From an optimization exercise on the open Yosys and OpenROAD flow, aimed at small area, a short achievable clock period and few clock cycles per item; shortcuts taken in it are not production practice.
RTL that was checked went through simulation tests only; none was proved equivalent to the original.
For runs 2 and 3, only the layout was checked, not whether the RTL still works.

## flow/design.v (module list and top-level ports; edited modules follow where they fit)
// module FP_booth_enc: 42 lines
// module FP_Mul_tree: 1946 lines
// module FP_Mul_gp: 4 lines
// module FP_pfx: 4 lines
// module FP_pfx_g: 3 lines
// module FP_fa: 4 lines
// module FP_ha: 4 lines
// module FP_Mul_pre: 35 lines
// module FP_Mul_post: 64 lines
// module fp_mul_arbiter: 107 lines
module fp_mul_arbiter #(
    parameter int W = fp_alu_pkg::FP_W
) (
    input  logic         clk,
    input  logic         rst,
    input  logic         req0_valid,
    input  logic [W-1:0] req0_a,
    input  logic [W-1:0] req0_b,
    output logic         req0_ready,
    input  logic         req1_valid,
    input  logic [W-1:0] req1_a,
    input  logic [W-1:0] req1_b,
    output logic         req1_ready,
    output logic         rsp_valid,
    output logic [W-1:0] rsp_data,
    output logic         rsp_id,
    input  logic         rsp_ready
);
  // ...
==> flow/flow/run.sh <==
#!/bin/bash
# The standard ORFS layout (the standard.sh, standard synthesis unchanged),
# with buf_2 cells as the port buffers and a larger setup repair margin.
set -euo pipefail
bash standard.sh "BUFFER_PORTS_ARGS=-buffer_cell sky130_fd_sc_hd__buf_2" SETUP_SLACK_MARGIN=5.4 finish > orfs_make.log 2>&1
==> flow/standard.sh <==
#!/bin/bash
# synth_recipe.tcl (not shown) runs the flow's synth.tcl, then flattens the netlist and writes it again
# the make line also repeats each setting of config.mk as NAME=value (left out here)
make -C /OpenROAD-flow-scripts/flow DESIGN_CONFIG=/design/flow/config.mk WORK_HOME=/design/flow/orfs CLKGATE_MAP_FILE= SYNTH_SCRIPT=/design/flow/synth_recipe.tcl "${@:-finish}"
==> flow/config.mk <==
export PLATFORM = sky130hd
export DESIGN_NAME = fp_mul_arbiter
export DESIGN_NICKNAME = fp_mul_arbiter
export VERILOG_FILES = /design/flow/design.v
export SDC_FILE = /design/flow/constraint.sdc
export NUM_CORES = 4
export LEC_CHECK = 0
export CAP_MARGIN = 20
export CORE_MARGIN = 2
export CORE_UTILIZATION = 40
export CTS_BUF_LIST = sky130_fd_sc_hd__clkbuf_8
export SETUP_SLACK_MARGIN = 5
export SLEW_MARGIN = 20
export SYNTH_HIERARCHICAL = 1
export SYNTH_MINIMUM_KEEP_SIZE = 0
==> flow/constraint.sdc <==
create_clock -name core_clock -period 11.0 [get_ports {clk}]
set_input_delay 2.2000 -clock core_clock [delete_from_list [all_inputs] [get_ports {clk}]]
set_output_delay 2.2000 -clock core_clock [all_outputs]
set_load 0.01 [all_outputs]
==> results.sh, run 1 <==
export IMPL_outcome="no timing/DRC/antenna violations"
export IMPL_wl_met1_um=25700
export IMPL_grt_max_degree=59
export IMPL_tns_ns=0
export IMPL_layout_cell_area_non_filler_um2=22900
export IMPL_mostFrequentLayoutCell="sky130_fd_sc_hd__xnor2_1"
export IMPL_place_gp_congestion=0.882
export IMPL_crit_path_end_kind="flop"
export IMPL_vias_per_cell=5.96
export IMPL_critical_path_startpoint_type="flop"
export IMPL_post_cts_resized=27
export IMPL_setup_slack_ns=5.51
export IMPL_n_antenna_cell=1
export IMPL_area_share_nonclk_buffers=0.0864
export IMPL_worst_hold_slack_ns=0.423
export IMPL_dpl_worst_slack_ns=4.79
export IMPL_biggestCellCategory="multi-input combinational cells"
export IMPL_layout_cells_most_common_list="283 x sky130_fd_sc_hd__xnor2_1, 258 x sky130_fd_sc_hd__fa_1, 251 x sky130_fd_sc_hd__a22oi_1"
export IMPL_setup_worst_path_start="s1_bone_q[5]"
export IMPL_worstReg2RegEnd="s2_ph_q[16]"
export IMPL_placement_rows=82
export IMPL_clkTransAtPathRegs_ns=0.07
export IMPL_dieArea_um2=52300
export IMPL_most_common_cell_type_on_the_critical_path="sky130_fd_sc_hd__fa_1"
export IMPL_htree_levels=4
export IMPL_drc_violations=0
export IMPL_reg2regPathDepth=17
export IMPL_tap_cells=672
export IMPL_number_of_antenna_violations_at_the_first_check_in_global_routing=2
export IMPL_tritoncts="done"
export IMPL_fp_dieW_um=229
export IMPL_number_of_clock_buffers_in_the_layout=17
export IMPL_wire_length_of_the_first_global_routing_pass_um=95900
export IMPL_synthesis_instances=1934
export IMPL_setup_reg_to_reg_worst_slack_ns=5.51
export IMPL_drt_first_pass_iters=7
export IMPL_hold_buffers=0
export IMPL_worst_hold_startpoint="s1_id_q"
Testbench counts, summed over its fixed seeds: cycles 6,416, items 6,400.
==> run 2: changes to the inputs <==
--- a/flow/design.v
+++ b/flow/design.v
@@ -1461,17 +1461,18 @@
     FP_fa u_fs320 (.a(pp116), .b(pp140), .c(pp164), .s(fs320), .co(fc321));
     FP_ha u_hs322 (.a(pp188), .b(pp20), .s(hs322), .co(hc323));
     FP_fa u_fs324 (.a(bneg[10]), .b(pp117), .c(pp141), .s(fs324), .co(fc325));
     FP_fa u_fs326 (.a(pp165), .b(pp189), .c(pp21), .s(fs326), .co(fc327));
     FP_ha u_hs328 (.a(pp213), .b(pp237), .s(hs328), .co(hc329));
     FP_fa u_fs330 (.a(pp118), .b(pp142), .c(pp166), .s(fs330), .co(fc331));
     FP_fa u_fs332 (.a(pp190), .b(pp214), .c(pp22), .s(fs332), .co(fc333));
     FP_ha u_hs334 (.a(pp238), .b(pp262), .s(hs334), .co(hc335));
-    FP_fa u_fs336 (.a(1'b1), .b(pp119), .c(pp143), .s(fs336), .co(fc337));
+    assign fs336 = ~(pp119 ^ pp143);
+    assign fc337 = pp119 | pp143;
     FP_fa u_fs338 (.a(pp167), .b(pp191), .c(pp215), .s(fs338), .co(fc339));
     FP_fa u_fs340 (.a(pp23), .b(pp239), .c(pp263), .s(fs340), .co(fc341));
     FP_ha u_hs342 (.a(pp287), .b(pp47), .s(hs342), .co(hc343));
     FP_fa u_fs344 (.a(pp120), .b(pp144), .c(pp168), .s(fs344), .co(fc345));
     FP_fa u_fs346 (.a(pp192), .b(pp216), .c(pp24), .s(fs346), .co(fc347));
     FP_fa u_fs348 (.a(pp240), .b(pp264), .c(pp288), .s(fs348), .co(fc349));
     FP_ha u_hs350 (.a(pp48), .b(pp72), .s(hs350), .co(hc351));
     FP_fa u_fs352 (.a(fa[0]), .b(pp121), .c(pp145), .s(fs352), .co(fc353));
@@ -1485,32 +1486,36 @@
     FP_fa u_fs368 (.a(bneg[0]), .b(fa[2]), .c(pp123), .s(fs368), .co(fc369));
     FP_fa u_fs370 (.a(pp147), .b(pp171), .c(pp195), .s(fs370), .co(fc371));
     FP_fa u_fs372 (.a(pp219), .b(pp243), .c(pp267), .s(fs372), .co(fc373));
     FP_fa u_fs374 (.a(pp291), .b(pp51), .c(pp75), .s(fs374), .co(fc375));
     FP_fa u_fs376 (.a(fa[3]), .b(ns26), .c(ns52), .s(fs376), .co(fc377));
     FP_fa u_fs378 (.a(pp100), .b(pp124), .c(pp148), .s(fs378), .co(fc379));
     FP_fa u_fs380 (.a(pp172), .b(pp196), .c(pp220), .s(fs380), .co(fc381));
     FP_fa u_fs382 (.a(pp244), .b(pp268), .c(pp292), .s(fs382), .co(fc383));
-    FP_fa u_fs384 (.a(1'b1), .b(fa[4]), .c(pp101), .s(fs384), .co(fc385));
+    assign fs384 = ~(fa[4] ^ pp101);
+    assign fc385 = fa[4] | pp101;
     FP_fa u_fs386 (.a(pp125), .b(pp149), .c(pp173), .s(fs386), .co(fc387));
     FP_fa u_fs388 (.a(pp197), .b(pp221), .c(pp245), .s(fs388), .co(fc389));
     FP_ha u_hs390 (.a(pp269), .b(pp293), .s(hs390), .co(hc391));
     FP_fa u_fs392 (.a(fa[5]), .b(ns78), .c(pp102), .s(fs392), .co(fc393));
     FP_fa u_fs394 (.a(pp126), .b(pp150), .c(pp174), .s(fs394), .co(fc395));
     FP_fa u_fs396 (.a(pp198), .b(pp222), .c(pp246), .s(fs396), .co(fc397));
-    FP_fa u_fs398 (.a(1'b1), .b(fa[6]), .c(pp103), .s(fs398), .co(fc399));
+    assign fs398 = ~(fa[6] ^ pp103);
+    assign fc399 = fa[6] | pp103;
     FP_fa u_fs400 (.a(pp127), .b(pp151), .c(pp175), .s(fs400), .co(fc401));
     FP_ha u_hs402 (.a(pp199), .b(pp223), .s(hs402), .co(hc403));
     FP_fa u_fs404 (.a(fa[7]), .b(ns104), .c(pp128), .s(fs404), .co(fc405));
     FP_fa u_fs406 (.a(pp152), .b(pp176), .c(pp200), .s(fs406), .co(fc407));
-    FP_fa u_fs408 (.a(1'b1), .b(fa[8]), .c(pp129), .s(fs408), .co(fc409));
+    assign fs408 = ~(fa[8] ^ pp129);
+    assign fc409 = fa[8] | pp129;
     FP_ha u_hs410 (.a(pp153), .b(pp177), .s(hs410), .co(hc411));
     FP_fa u_fs412 (.a(fa[9]), .b(ns130), .c(pp154), .s(fs412), .co(fc413));
-    FP_ha u_hs414 (.a(1'b1), .b(fa[10]), .s(hs414), .co(hc415));
+    assign hs414 = ~fa[10];
+    assign hc415 = fa[10];
     FP_ha u_hs416 (.a(bneg[5]), .b(pp107), .s(hs416), .co(hc417));
     FP_ha u_hs418 (.a(pp108), .b(pp12), .s(hs418), .co(hc419));
     FP_fa u_fs420 (.a(bneg[6]), .b(pp109), .c(pp13), .s(fs420), .co(fc421));
     FP_ha u_hs422 (.a(pp133), .b(pp157), .s(hs422), .co(hc423));
     FP_fa u_fs424 (.a(pp110), .b(pp134), .c(pp14), .s(fs424), .co(fc425));
     FP_ha u_hs426 (.a(pp158), .b(pp38), .s(hs426), .co(hc427));
     FP_fa u_fs428 (.a(bneg[7]), .b(pp111), .c(pp135), .s(fs428), .co(fc429));
     FP_fa u_fs430 (.a(pp15), .b(pp159), .c(pp183), .s(fs430), .co(fc431));
@@ -1573,25 +1578,28 @@
     FP_fa u_fs544 (.a(pp250), .b(pp274), .c(pp298), .s(fs544), .co(fc545));
     FP_fa u_fs546 (.a(hc411), .b(fc409), .c(fs412), .s(fs546), .co(fc547));
     FP_fa u_fs548 (.a(hs414), .b(pp155), .c(pp179), .s(fs548), .co(fc549));
     FP_fa u_fs550 (.a(pp203), .b(pp227), .c(pp251), .s(fs550), .co(fc551));
     FP_fa u_fs552 (.a(pp275), .b(pp299), .c(fc413), .s(fs552), .co(fc553));
     FP_fa u_fs554 (.a(fa[11]), .b(ns156), .c(hc415), .s(fs554), .co(fc555));
     FP_fa u_fs556 (.a(pp180), .b(pp204), .c(pp228), .s(fs556), .co(fc557));
     FP_fa u_fs558 (.a(pp252), .b(pp276), .c(pp300), .s(fs558), .co(fc559));
-    FP_fa u_fs560 (.a(1'b1), .b(fa[12]), .c(pp181), .s(fs560), .co(fc561));
+    assign fs560 = ~(fa[12] ^ pp181);
+    assign fc561 = fa[12] | pp181;
     FP_fa u_fs562 (.a(pp205), .b(pp229), .c(pp253), .s(fs562), .co(fc563));
     FP_ha u_hs564 (.a(pp277), .b(pp301), .s(hs564), .co(hc565));
     FP_fa u_fs566 (.a(fa[13]), .b(ns182), .c(pp206), .s(fs566), .co(fc567));
     FP_fa u_fs568 (.a(pp230), .b(pp254), .c(pp278), .s(fs568), .co(fc569));
-    FP_fa u_fs570 (.a(1'b1), .b(fa[14]), .c(pp207), .s(fs570), .co(fc571));
+    assign fs570 = ~(fa[14] ^ pp207);
+    assign fc571 = fa[14] | pp207;
     FP_ha u_hs572 (.a(pp231), .b(pp255), .s(hs572), .co(hc573));
     FP_fa u_fs574 (.a(fa[15]), .b(ns208), .c(pp232), .s(fs574), .co(fc575));
-    FP_ha u_hs576 (.a(1'b1), .b(fa[16]), .s(hs576), .co(hc577));
+    assign hs576 = ~fa[16];
+    assign hc577 = fa[16];
     FP_ha u_hs578 (.a(bneg[3]), .b(pp31), .s(hs578), .co(hc579));
     FP_ha u_hs580 (.a(pp32), .b(pp56), .s(hs580), .co(hc581));
     FP_fa u_fs582 (.a(bneg[4]), .b(pp105), .c(pp33), .s(fs582), .co(fc583));
     FP_ha u_hs584 (.a(pp57), .b(pp81), .s(hs584), .co(hc585));
     FP_fa u_fs586 (.a(pp10), .b(pp106), .c(pp34), .s(fs586), .co(fc587));
     FP_ha u_hs588 (.a(pp58), .b(pp82), .s(hs588), .co(hc589));
     FP_fa u_fs590 (.a(pp11), .b(pp131), .c(pp35), .s(fs590), .co(fc591));
     FP_fa u_fs592 (.a(pp59), .b(pp83), .c(hs416), .s(fs592), .co(fc593));
@@ -1652,20 +1660,22 @@
     FP_fa u_fs702 (.a(pp279), .b(pp303), .c(hs572), .s(fs702), .co(fc703));
     FP_fa u_fs704 (.a(fc567), .b(fc569), .c(fs570), .s(fs704), .co(fc705));
     FP_fa u_fs706 (.a(pp256), .b(pp280), .c(pp304), .s(fs706), .co(fc707));
     FP_fa u_fs708 (.a(hc573), .b(fc571), .c(fs574), .s(fs708), .co(fc709));
     FP_fa u_fs710 (.a(hs576), .b(pp233), .c(pp257), .s(fs710), .co(fc711));
     FP_fa u_fs712 (.a(pp281), .b(pp305), .c(fc575), .s(fs712), .co(fc713));
     FP_fa u_fs714 (.a(fa[17]), .b(ns234), .c(hc577), .s(fs714), .co(fc715));
     FP_fa u_fs716 (.a(pp258), .b(pp282), .c(pp306), .s(fs716), .co(fc717));
-    FP_fa u_fs718 (.a(1'b1), .b(fa[18]), .c(pp259), .s(fs718), .co(fc719));
+    assign fs718 = ~(fa[18] ^ pp259);
+    assign fc719 = fa[18] | pp259;
     FP_ha u_hs720 (.a(pp283), .b(pp307), .s(hs720), .co(hc721));
     FP_fa u_fs722 (.a(fa[19]), .b(ns260), .c(pp284), .s(fs722), .co(fc723));
-    FP_ha u_hs724 (.a(1'b1), .b(fa[20]), .s(hs724), .co(hc725));
+    assign hs724 = ~fa[20];
+    assign hc725 = fa[20];
     FP_ha u_hs726 (.a(bneg[2]), .b(pp29), .s(hs726), .co(hc727));
     FP_ha u_hs728 (.a(pp30), .b(pp54), .s(hs728), .co(hc729));
     FP_fa u_fs730 (.a(pp55), .b(pp7), .c(pp79), .s(fs730), .co(fc731));
     FP_fa u_fs732 (.a(pp8), .b(pp80), .c(hc579), .s(fs732), .co(fc733));
     FP_fa u_fs734 (.a(pp9), .b(hc581), .c(hs584), .s(fs734), .co(fc735));
     FP_fa u_fs736 (.a(hc585), .b(hs588), .c(fc583), .s(fs736), .co(fc737));
     FP_fa u_fs738 (.a(hc589), .b(fc587), .c(fs590), .s(fs738), .co(fc739));
     FP_fa u_fs740 (.a(fc591), .b(fs594), .c(fc593), .s(fs740), .co(fc741));
@@ -1698,17 +1708,18 @@
     FP_fa u_fs794 (.a(fs702), .b(fc699), .c(fc701), .s(fs794), .co(fc795));
     FP_fa u_fs796 (.a(fs706), .b(fc703), .c(fc705), .s(fs796), .co(fc797));
     FP_fa u_fs798 (.a(fc707), .b(fs710), .c(fc709), .s(fs798), .co(fc799));
     FP_fa u_fs800 (.a(fc711), .b(fs714), .c(fs716), .s(fs800), .co(fc801));
     FP_fa u_fs802 (.a(hs720), .b(fc715), .c(fc717), .s(fs802), .co(fc803));
     FP_fa u_fs804 (.a(pp308), .b(hc721), .c(fc719), .s(fs804), .co(fc805));
     FP_fa u_fs806 (.a(hs724), .b(pp285), .c(pp309), .s(fs806), .co(fc807));
     FP_fa u_fs808 (.a(fa[21]), .b(ns286), .c(hc725), .s(fs808), .co(fc809));
-    FP_ha u_hs810 (.a(1'b1), .b(fa[22]), .s(hs810), .co(hc811));
+    assign hs810 = ~fa[22];
+    assign hc811 = fa[22];
     FP_ha u_hs812 (.a(bneg[1]), .b(pp27), .s(hs812), .co(hc813));
     FP_ha u_hs814 (.a(pp28), .b(pp4), .s(hs814), .co(hc815));
     FP_fa u_fs816 (.a(pp5), .b(pp53), .c(hs726), .s(fs816), .co(fc817));
     FP_fa u_fs818 (.a(pp6), .b(hc727), .c(hs728), .s(fs818), .co(fc819));
     FP_fa u_fs820 (.a(hc729), .b(hs578), .c(fs730), .s(fs820), .co(fc821));
     FP_fa u_fs822 (.a(hs580), .b(fc731), .c(fs732), .s(fs822), .co(fc823));
     FP_fa u_fs824 (.a(fs582), .b(fc733), .c(fs734), .s(fs824), .co(fc825));
     FP_fa u_fs826 (.a(fs586), .b(fc735), .c(fs736), .s(fs826), .co(fc827));
@@ -1744,17 +1755,18 @@
     FP_fa u_fs886 (.a(fs708), .b(fc795), .c(fs796), .s(fs886), .co(fc887));
     FP_fa u_fs888 (.a(fs712), .b(fc797), .c(fs798), .s(fs888), .co(fc889));
     FP_fa u_fs890 (.a(fc713), .b(fs800), .c(fc799), .s(fs890), .co(fc891));
     FP_fa u_fs892 (.a(fs718), .b(fc801), .c(fs802), .s(fs892), .co(fc893));
     FP_fa u_fs894 (.a(fs722), .b(fc803), .c(fs804), .s(fs894), .co(fc895));
     FP_fa u_fs896 (.a(fc723), .b(fs806), .c(fc805), .s(fs896), .co(fc897));
     FP_fa u_fs898 (.a(pp310), .b(fc807), .c(fs808), .s(fs898), .co(fc899));
     FP_fa u_fs900 (.a(hs810), .b(pp311), .c(fc809), .s(fs900), .co(fc901));
-    FP_ha u_hs902 (.a(1'b1), .b(hc811), .s(hs902), .co(hc903));
+    assign hs902 = ~hc811;
+    assign hc903 = hc811;
     assign row_s[0] = bneg[0];
     assign row_c[0] = pp1;
     assign row_s[1] = pp2;
     assign row_c[1] = 1'b0;
     assign row_s[2] = hs812;
     assign row_c[2] = pp3;
     assign row_s[3] = hc813;
     assign row_c[3] = hs814;
==> flow/flow/run.sh (replaced) <==
#!/bin/bash
# The standard ORFS layout (the standard.sh, standard synthesis unchanged),
# with buf_2 cells as the port buffers instead of the resizer's default pick.
set -euo pipefail
bash standard.sh "BUFFER_PORTS_ARGS=-buffer_cell sky130_fd_sc_hd__buf_2" finish > orfs_make.log 2>&1
==> run 2 against run 1 <==
Effect of this change: still clean; register-to-register slack got worse by 0.36 ns; flip-flop and latch count is the same; synthesized area about the same; cell count shrank 0.69%; maximum frequency down 6.2%; hold slack better by 0.00076 ns; non-clock buffer count shrank 25; critical endpoint is now s2_ph_q[20].
==> results.sh, run 2 <==
export IMPL_tritoncts="done"
export IMPL_drt_first_pass_iters=9
export IMPL_synthesis_instances=1962
export IMPL_tns_ns=0
export IMPL_grt_use_total=0.227
export IMPL_busiest_layer="met2"
export IMPL_finalClockSkew_ns=0.0136
export IMPL_slew_viol_final=0
export IMPL_vias_in_the_first_global_route=16430
export IMPL_globalRoute_totalOverflow=0
export IMPL_number_of_antenna_violations_at_the_first_check_in_global_routing=1
export IMPL_grt_setup_unrepaired="no"
export IMPL_htree_levels=4
export IMPL_placement_rows=82
export IMPL_critical_path_startpoint_type="flop"
export IMPL_outcome="no timing/DRC/antenna violations"
export IMPL_hpwlAfterDp_um=41600
export IMPL_start_util=0.404
export IMPL_clk_path_buf_depth=2
export IMPL_ios=169
export IMPL_final_min_clock_period_ns=5.85
export IMPL_wl_per_cell_um=22.4
export IMPL_worstSetupPathType="flop to flop"
export IMPL_vias=16186
export IMPL_layout_drive_gt1_share=0.186
export IMPL_cts_buffers_inserted=17
export IMPL_overall_routed_net_length_um=61300
export IMPL_clkTransAtPathRegs_ns=0.08
export IMPL_post_synth_instance_area_um2=20200
export IMPL_fin_cells=2738
export IMPL_post_route_util=0.445
export IMPL_setup_worst_path_start="s1_fa_q[10]"
export IMPL_min_path_type="flop to flop"
export IMPL_drc_violations=0
export IMPL_design_final_nets=2546
export IMPL_slowest_delay_ns=0.80
export IMPL_io_buffer_count=168
export IMPL_placedCellCount=2662
export IMPL_fp_dieW_um=229
export IMPL_timing_final_setup_violations=0
export IMPL_crit_path_end_kind="flop"
export IMPL_reg2regPathDepth=15
export IMPL_mostFrequentLayoutCell="sky130_fd_sc_hd__xnor2_1"
export IMPL_detail_route_iter0_violations=1656
export IMPL_reg2reg_from="s1_fa_q[10]"
export IMPL_slowest_stage_cell_cp="sky130_fd_sc_hd__edfxtp_1"
export IMPL_worstReg2RegEnd="s2_ph_q[20]"
export IMPL_max_capacitance_violation_total=0
export IMPL_synthesis_area_per_instance_um2=10.3
export IMPL_hold_buffers=0
export IMPL_critPathRequiredTime_ns=11.20
export IMPL_core_um2=50100
export IMPL_layout_cells_most_common_list="289 x sky130_fd_sc_hd__xnor2_1, 266 x sky130_fd_sc_hd__a22oi_1, 257 x sky130_fd_sc_hd__fa_1"
export IMPL_ys_warn_count=9
export IMPL_ant_nets=0
export IMPL_global_route_usage_met2=0.362
export IMPL_top_regs="s2_ph_q x25, s1_fa_q x23"
export IMPL_cts_root_buf="sky130_fd_sc_hd__clkbuf_8"
export IMPL_dieArea_um2=52400
export IMPL_place_gp_congestion=0.893
export IMPL_vias_per_cell=5.91
export IMPL_clkSinkCount=114
export IMPL_largest_register_ffs=25
export IMPL_globalRouteMet1Util=0.311
export IMPL_area_added_between_synthesis_and_finish_pct=10.3
export IMPL_crit_chain="a22oi_1 -> xnor2_1 -> fa_1 -> fa_1 -> fa_1 -> fa_1 -> fa_1 -> ha_1 -> and2_1 -> a21o_1 -> a21o_1 -> a21o_1 -> a21o_1 -> a21o_1 -> xor2_1"
export IMPL_critical_path_endpoint="s2_ph_q[20]"
export IMPL_fmax_mhz=171
export IMPL_wire_length_of_the_first_global_routing_pass_um=93700
export IMPL_grt_util_met3=0.0470
export IMPL_cp_data_arrival_time_ns=6.05
export IMPL_largest_register="s2_ph_q"
export IMPL_worstPathMaxFanout=14
export IMPL_timing_final_hold_violations=0
export IMPL_tightest_slew_ns=1.01
export IMPL_n_antenna_cell=0
export IMPL_die_outline_height_um=229
export IMPL_finalCritPeriodShare=0.532
export IMPL_clkLatencyLatePin_ns=0.45
export IMPL_setup_reg_to_reg_worst_slack_ns=5.15
export IMPL_grt_max_degree=74
export IMPL_timing_slew_headroom=0.327
-- run 2: timing repair --
action	4_1_cts	5_1_grt
buffers inserted	14	29
setup endpoints to repair	9	26
gates resized for setup	0	3
pin swaps	0	0
hold endpoints to repair	0	0
gates cloned	0	1
-- run 2: critical path: cells and delay by family, from the launching register on --
family                   cells  cell delay (ns)
adder cells (fa/ha/maj)      6             2.74
AO/OA/AOI/OAI                6             1.46
flip-flops                   1             0.80
XOR/XNOR                     2             0.41
AND/OR/NAND/NOR              1             0.18
-- run 2: worst min-delay path by stage --
stage | startpoint | slack (ns) | end | cells past startpoint
6_report | s1_exp_q[0] | 0.42 | s2_exp_q[0] | 0
5_1_grt | s1_exp_q[4] | 0.43 | s2_exp_q[4] | 0
4_1_cts | s1_exp_q[1] | 0.43 | s2_exp_q[1] | 0
3_5_place_dp | s1_exp_q[1] | 0.40 | s2_exp_q[1] | 0
3_3_place_gp | s1_exp_q[0] | 0.41 | s2_exp_q[0] | 0
2_1_floorplan | s1_exp_q[0] | 0.40 | s2_exp_q[0] | 0
-- run 2: routing by layer --
layer	vias up	part of all wire
met4	2	0.023
met5	-	0.00021
li1	7179	-
met2	819	0.46
met1	8083	0.43
met3	103	0.091
-- run 2: metrics by stage --
step | hold WS (ns) | setup WS (ns) | area, um2
finish | 0.424 | 5.15 | 22300
global route | 0.429 | 5.00 | 22300
CTS | 0.425 | 5.00 | 21900
detailed placement | 0.405 | 4.89 | 21400
global placement | 0.405 | 4.97 | 21400
floorplan | 0.400 | 5.57 | 20200
-- run 2: layout make-up --
class	instances	area, um2
fillers	4833	27800
multi-input cells	1604	15800
flip-flops and latches	114	3390
repair buffers	257	1640
well taps	672	841
clock buffers	17	234
inverters	59	224
clock inverters	15	174
==> module fp_mul_arbiter, before the edit <==
module fp_mul_arbiter #(
    parameter int W = fp_alu_pkg::FP_W
) (
    input  logic         clk,
    input  logic         rst,
    input  logic         req0_valid,
    input  logic [W-1:0] req0_a,
    input  logic [W-1:0] req0_b,
    output logic         req0_ready,
    input  logic         req1_valid,
    input  logic [W-1:0] req1_a,
    input  logic [W-1:0] req1_b,
    output logic         req1_ready,
    output logic         rsp_valid,
    output logic [W-1:0] rsp_data,
    output logic         rsp_id,
    input  logic         rsp_ready
);
    logic        turn_q;                  
    logic        stall;
    logic        accept;
    logic [31:0] in_a, in_b;
    logic        s1_v_q, s1_id_q, s1_sign_q, s1_nan_q;
    logic [9:0]  s1_exp_q;
    logic [22:0] s1_fa_q;
    logic [11:0] s1_bone_q, s1_btwo_q;    
    logic [10:0] s1_bneg_q;
    logic [11:0] enc_one, enc_two;
    logic [10:0] enc_neg;
    logic        pre_sign, pre_nan;
    logic [9:0]  pre_exp;
    logic        s2_v_q, s2_id_q, s2_sign_q, s2_nan_q;
    logic [9:0]  s2_exp_q;
    logic [24:0] s2_ph_q;
    logic        s2_g_q, s2_st_q;
    assign stall      = s2_v_q & ~rsp_ready;
    assign req0_ready = ~rst & ~stall & ~turn_q;
    assign req1_ready = ~rst & ~stall &  turn_q;
    assign accept     = turn_q ? req1_valid : req0_valid;
    assign in_a       = turn_q ? req1_a : req0_a;
    assign in_b       = turn_q ? req1_b : req0_b;
    FP_Mul_pre u_pre (
        .a_i    (in_a),
        .b_i    (in_b),
        .sign_o (pre_sign),
        .nan_o  (pre_nan),
        .exp_o  (pre_exp)
    );
    logic [24:0] mul_ph;
    logic        mul_g, mul_st;
    FP_booth_enc u_enc (
        .fb   (in_b[22:0]),
        .bone (enc_one),
        .btwo (enc_two),
        .bneg (enc_neg)
    );
    FP_Mul_tree u_tree (
        .fa    (s1_fa_q),
        .bone  (s1_bone_q),
        .btwo  (s1_btwo_q),
        .bneg  (s1_bneg_q),
        .ph    (mul_ph),
        .g     (mul_g),
        .st    (mul_st)
    );
    FP_Mul_post u_post (
        .sign_i (s2_sign_q),
        .nan_i  (s2_nan_q),
        .exp_i  (s2_exp_q),
        .ph_i   (s2_ph_q),
        .g_i    (s2_g_q),
        .st_i   (s2_st_q),
        .p_o    (rsp_data)
    );
    always_ff @(posedge clk) begin
        if (rst) begin
            turn_q <= 1'b0;
            s1_v_q <= 1'b0;
            s2_v_q <= 1'b0;
        end else if (!stall) begin
            if (turn_q ? req0_valid : req1_valid) turn_q <= ~turn_q;
            s1_v_q <= accept;
            s2_v_q <= s1_v_q;
        end
    end
    always_ff @(posedge clk) begin
        if (!stall) begin
            s1_id_q   <= turn_q;
            s1_sign_q <= pre_sign;
            s1_nan_q  <= pre_nan;
            s1_exp_q  <= pre_exp;
            s1_fa_q   <= in_a[22:0];
            s1_bone_q <= enc_one;
            s1_btwo_q <= enc_two;
            s1_bneg_q <= enc_neg;
            s2_id_q   <= s1_id_q;
            s2_sign_q <= s1_sign_q;
            s2_nan_q  <= s1_nan_q;
            s2_exp_q  <= s1_exp_q;
            s2_ph_q   <= mul_ph;
            s2_g_q    <= mul_g;
            s2_st_q   <= mul_st;
        end
    end
    assign rsp_valid = s2_v_q;
    assign rsp_id    = s2_id_q;
endmodule
==> run 3: changes to the inputs <==
--- a/flow/design.v
+++ b/flow/design.v
@@ -2147,7 +2147,8 @@
     output logic         rsp_id,
     input  logic         rsp_ready
 );
-    logic        turn_q;                  
+    logic        last_q;                  
+    logic        grant;                   
     logic        stall;
     logic        accept;
     logic [31:0] in_a, in_b;
@@ -2164,12 +2165,18 @@
     logic [9:0]  s2_exp_q;
     logic [24:0] s2_ph_q;
     logic        s2_g_q, s2_st_q;
+    always_comb begin
+        if (req0_valid && req1_valid) grant = ~last_q;
+        else if (req1_valid)          grant = 1'b1;
+        else if (req0_valid)          grant = 1'b0;
+        else                          grant = ~last_q;
+    end
     assign stall      = s2_v_q & ~rsp_ready;
-    assign req0_ready = ~rst & ~stall & ~turn_q;
-    assign req1_ready = ~rst & ~stall &  turn_q;
-    assign accept     = turn_q ? req1_valid : req0_valid;
-    assign in_a       = turn_q ? req1_a : req0_a;
-    assign in_b       = turn_q ? req1_b : req0_b;
+    assign req0_ready = ~rst & ~stall & ~grant;
+    assign req1_ready = ~rst & ~stall &  grant;
+    assign accept     = grant ? req1_valid : req0_valid;
+    assign in_a       = grant ? req1_a : req0_a;
+    assign in_b       = grant ? req1_b : req0_b;
     FP_Mul_pre u_pre (
         .a_i    (in_a),
         .b_i    (in_b),
@@ -2205,18 +2212,18 @@
     );
     always_ff @(posedge clk) begin
         if (rst) begin
-            turn_q <= 1'b0;
+            last_q <= 1'b1;
             s1_v_q <= 1'b0;
             s2_v_q <= 1'b0;
         end else if (!stall) begin
-            if (turn_q ? req0_valid : req1_valid) turn_q <= ~turn_q;
+            if (accept) last_q <= grant;
             s1_v_q <= accept;
             s2_v_q <= s1_v_q;
         end
     end
     always_ff @(posedge clk) begin
         if (!stall) begin
-            s1_id_q   <= turn_q;
+            s1_id_q   <= grant;
             s1_sign_q <= pre_sign;
             s1_nan_q  <= pre_nan;
             s1_exp_q  <= pre_exp;
==> run 3 against run 2 <==
Effect of this change: clock skew decreased by 0.00083 ns; sequential share of layout area barely moved; count of clock-buffer cells in the layout unchanged; die area is 0.60% higher; design area grew 0.10%; first-iteration DRC count shrank 9.5%; hold slack gained 0.0063 ns; synthesized area increased by 0.61%; highest routed layer is now met4; largest cell class unchanged; register-to-register slack improved by 0.03 ns.
==> results.sh, run 3 <==
export IMPL_drt_first_pass_iters=6
export IMPL_core_um2=50200
export IMPL_placement_rows=82
export IMPL_placedCellCount=2674
export IMPL_layout_drive_gt1_share=0.180
export IMPL_post_synth_instance_area_um2=20300
export IMPL_grt_max_degree=67
export IMPL_worstPathMaxFanout=14
export IMPL_timing_final_hold_violations=0
export IMPL_worstSetupPathType="flop to flop"
export IMPL_ant_nets=0
export IMPL_clk_path_buf_depth=2
export IMPL_clkLatencyLatePin_ns=0.45
export IMPL_grt_setup_unrepaired="no"
export IMPL_hold_buffers=0
export IMPL_start_util=0.405
export IMPL_critical_path_startpoint_type="flop"
export IMPL_ys_warn_count=9
export IMPL_globalRoute_totalOverflow=0
export IMPL_final_min_clock_period_ns=5.82
export IMPL_fp_dieW_um=229
export IMPL_cts_buffers_inserted=17
export IMPL_wire_length_of_the_first_global_routing_pass_um=95100
export IMPL_layout_cell_area_non_filler_um2=22300
export IMPL_design_final_nets=2540
export IMPL_hpwlAfterDp_um=41100
export IMPL_die_outline_height_um=229
export IMPL_post_route_util=0.445
export IMPL_vias=16312
export IMPL_cp_data_arrival_time_ns=6.02
export IMPL_htree_levels=4
export IMPL_fmax_mhz=172
export IMPL_max_capacitance_violation_total=0
export IMPL_tns_ns=0
export IMPL_detail_route_iter0_violations=1499
export IMPL_io_buffer_count=168
export IMPL_finalClockSkew_ns=0.0127
export IMPL_synthesis_instances=1966
export IMPL_vias_in_the_first_global_route=16906
export IMPL_ios=169
export IMPL_tritoncts="done"
export IMPL_timing_final_setup_violations=0
export IMPL_wl_per_cell_um=22.6
export IMPL_largest_register="s2_ph_q"
export IMPL_worst_hold_slack_ns=0.431
export IMPL_largest_register_ffs=25
export IMPL_area_added_between_synthesis_and_finish_pct=9.76
export IMPL_vias_per_cell=5.97
export IMPL_n_antenna_cell=0
export IMPL_cts_root_buf="sky130_fd_sc_hd__clkbuf_8"
export IMPL_grt_use_total=0.228
export IMPL_finalCritPeriodShare=0.529
export IMPL_drc_violations=0
export IMPL_synthesis_area_per_instance_um2=10.3
export IMPL_dieArea_um2=52700
export IMPL_dpl_worst_slack_ns=4.80
export IMPL_overall_routed_net_length_um=61700
export IMPL_clkSinkCount=114
export IMPL_place_gp_congestion=0.893
export IMPL_layout_cells_most_common_list="289 x sky130_fd_sc_hd__xnor2_1, 266 x sky130_fd_sc_hd__a22oi_1, 257 x sky130_fd_sc_hd__fa_1"
export IMPL_placement_cell_area_um2=21600
export IMPL_clkTransAtPathRegs_ns=0.07
export IMPL_critPathRequiredTime_ns=11.20
export IMPL_slew_viol_final=0
export IMPL_setup_reg_to_reg_worst_slack_ns=5.18
export IMPL_min_path_type="flop to flop"
export IMPL_timing_slew_headroom=0.311
export IMPL_number_of_antenna_violations_at_the_first_check_in_global_routing=1
export IMPL_fin_cells=2732
export IMPL_top_regs="s2_ph_q x25, s1_fa_q x23"
export IMPL_crit_path_end_kind="flop"
export IMPL_setup_slack_ns=5.18
export IMPL_mostFrequentLayoutCell="sky130_fd_sc_hd__xnor2_1"
export IMPL_tightest_slew_ns=1.03
export IMPL_outcome="no timing/DRC/antenna violations"
run 3: timing repair:
action                     4_1_cts  5_1_grt
setup endpoints to repair       12       35
gates resized for setup          0        4
setup buffers                    9       15
cloned                           0        2
pin swaps                        0        1
run 3: final cells by class:
cell class	count	area, um2
tap	672	841
inverter	61	231
multi-input combinational	1608	16000
clock buffer	17	234
clock inverter	15	166
sequential	114	3390
timing repair buffer	245	1510
fill	4687	27800
run 3: final timing paths:
kind,from,endpoint,cells after the start
min reg2reg,s1_id_q,s2_id_q,0
min,s1_id_q,s2_id_q,0
max,s1_fa_q[5],s2_ph_q[17],15
max reg2reg,s1_fa_q[5],s2_ph_q[17],15
run 3: worst max-delay path: stages (launching register included):
cell	delay [ns]
sky130_fd_sc_hd__edfxtp_1	0.81
sky130_fd_sc_hd__a22oi_1	0.24
sky130_fd_sc_hd__xnor2_1	0.26
sky130_fd_sc_hd__fa_1	0.47
sky130_fd_sc_hd__fa_1	0.41
sky130_fd_sc_hd__fa_1	0.48
sky130_fd_sc_hd__fa_1	0.53
sky130_fd_sc_hd__fa_1	0.41
sky130_fd_sc_hd__ha_1	0.32
sky130_fd_sc_hd__a21o_1	0.19
sky130_fd_sc_hd__a21o_1	0.25
sky130_fd_sc_hd__a21o_1	0.30
sky130_fd_sc_hd__a21o_1	0.34
sky130_fd_sc_hd__a21o_1	0.23
sky130_fd_sc_hd__a21o_1	0.16
sky130_fd_sc_hd__xor2_1	0.15
run 3: metal layers:
| layer | part of all wire | track usage |
|---|---|---|
| met5 | 0 | 0 |
| met4 | 0.025 | 0.0773 |
| met3 | 0.088 | 0.0410 |
| met2 | 0.47 | 0.371 |
| met1 | 0.42 | 0.306 |

afterwards: timing with drivers on the ports:
No port has a modelled driver above. Below, the same layouts with a new extraction and two added sets of constraints. Step 1 (the two cells are an assumption about what drives the block):
set clk [get_ports {clk}]
set_driving_cell -lib_cell sky130_fd_sc_hd__clkbuf_16 $clk
set_driving_cell -lib_cell sky130_fd_sc_hd__buf_2 [delete_from_list [all_inputs] $clk]
Step 2 adds t to the input delays and takes it off the output delays; t is the mean of the earliest and latest rising clock arrival at the registers after step 1. Input paths then give back, and output paths get back, about the clock's delay inside the block. Three values: ideal, step 1, step 2; two values: the first two.
run | shift t [ns] | slack for setup (ns) | latest minus earliest clock arrival (ns)
run 1 | 0.491 | 5.513 / 5.487 / 5.513 | 0.013 / 0.013
run 2 | 0.482 | 5.151 / 5.151 / 5.151 | 0.014 / 0.013
run 3 | 0.487 | 5.177 / 5.172 / 5.172 | 0.012 / 0.013
After both steps every run listed still meets setup and hold. The setup slack of run 3, which loses most, moves by -0.005 ns with the drivers and by -0.005 ns with both steps.
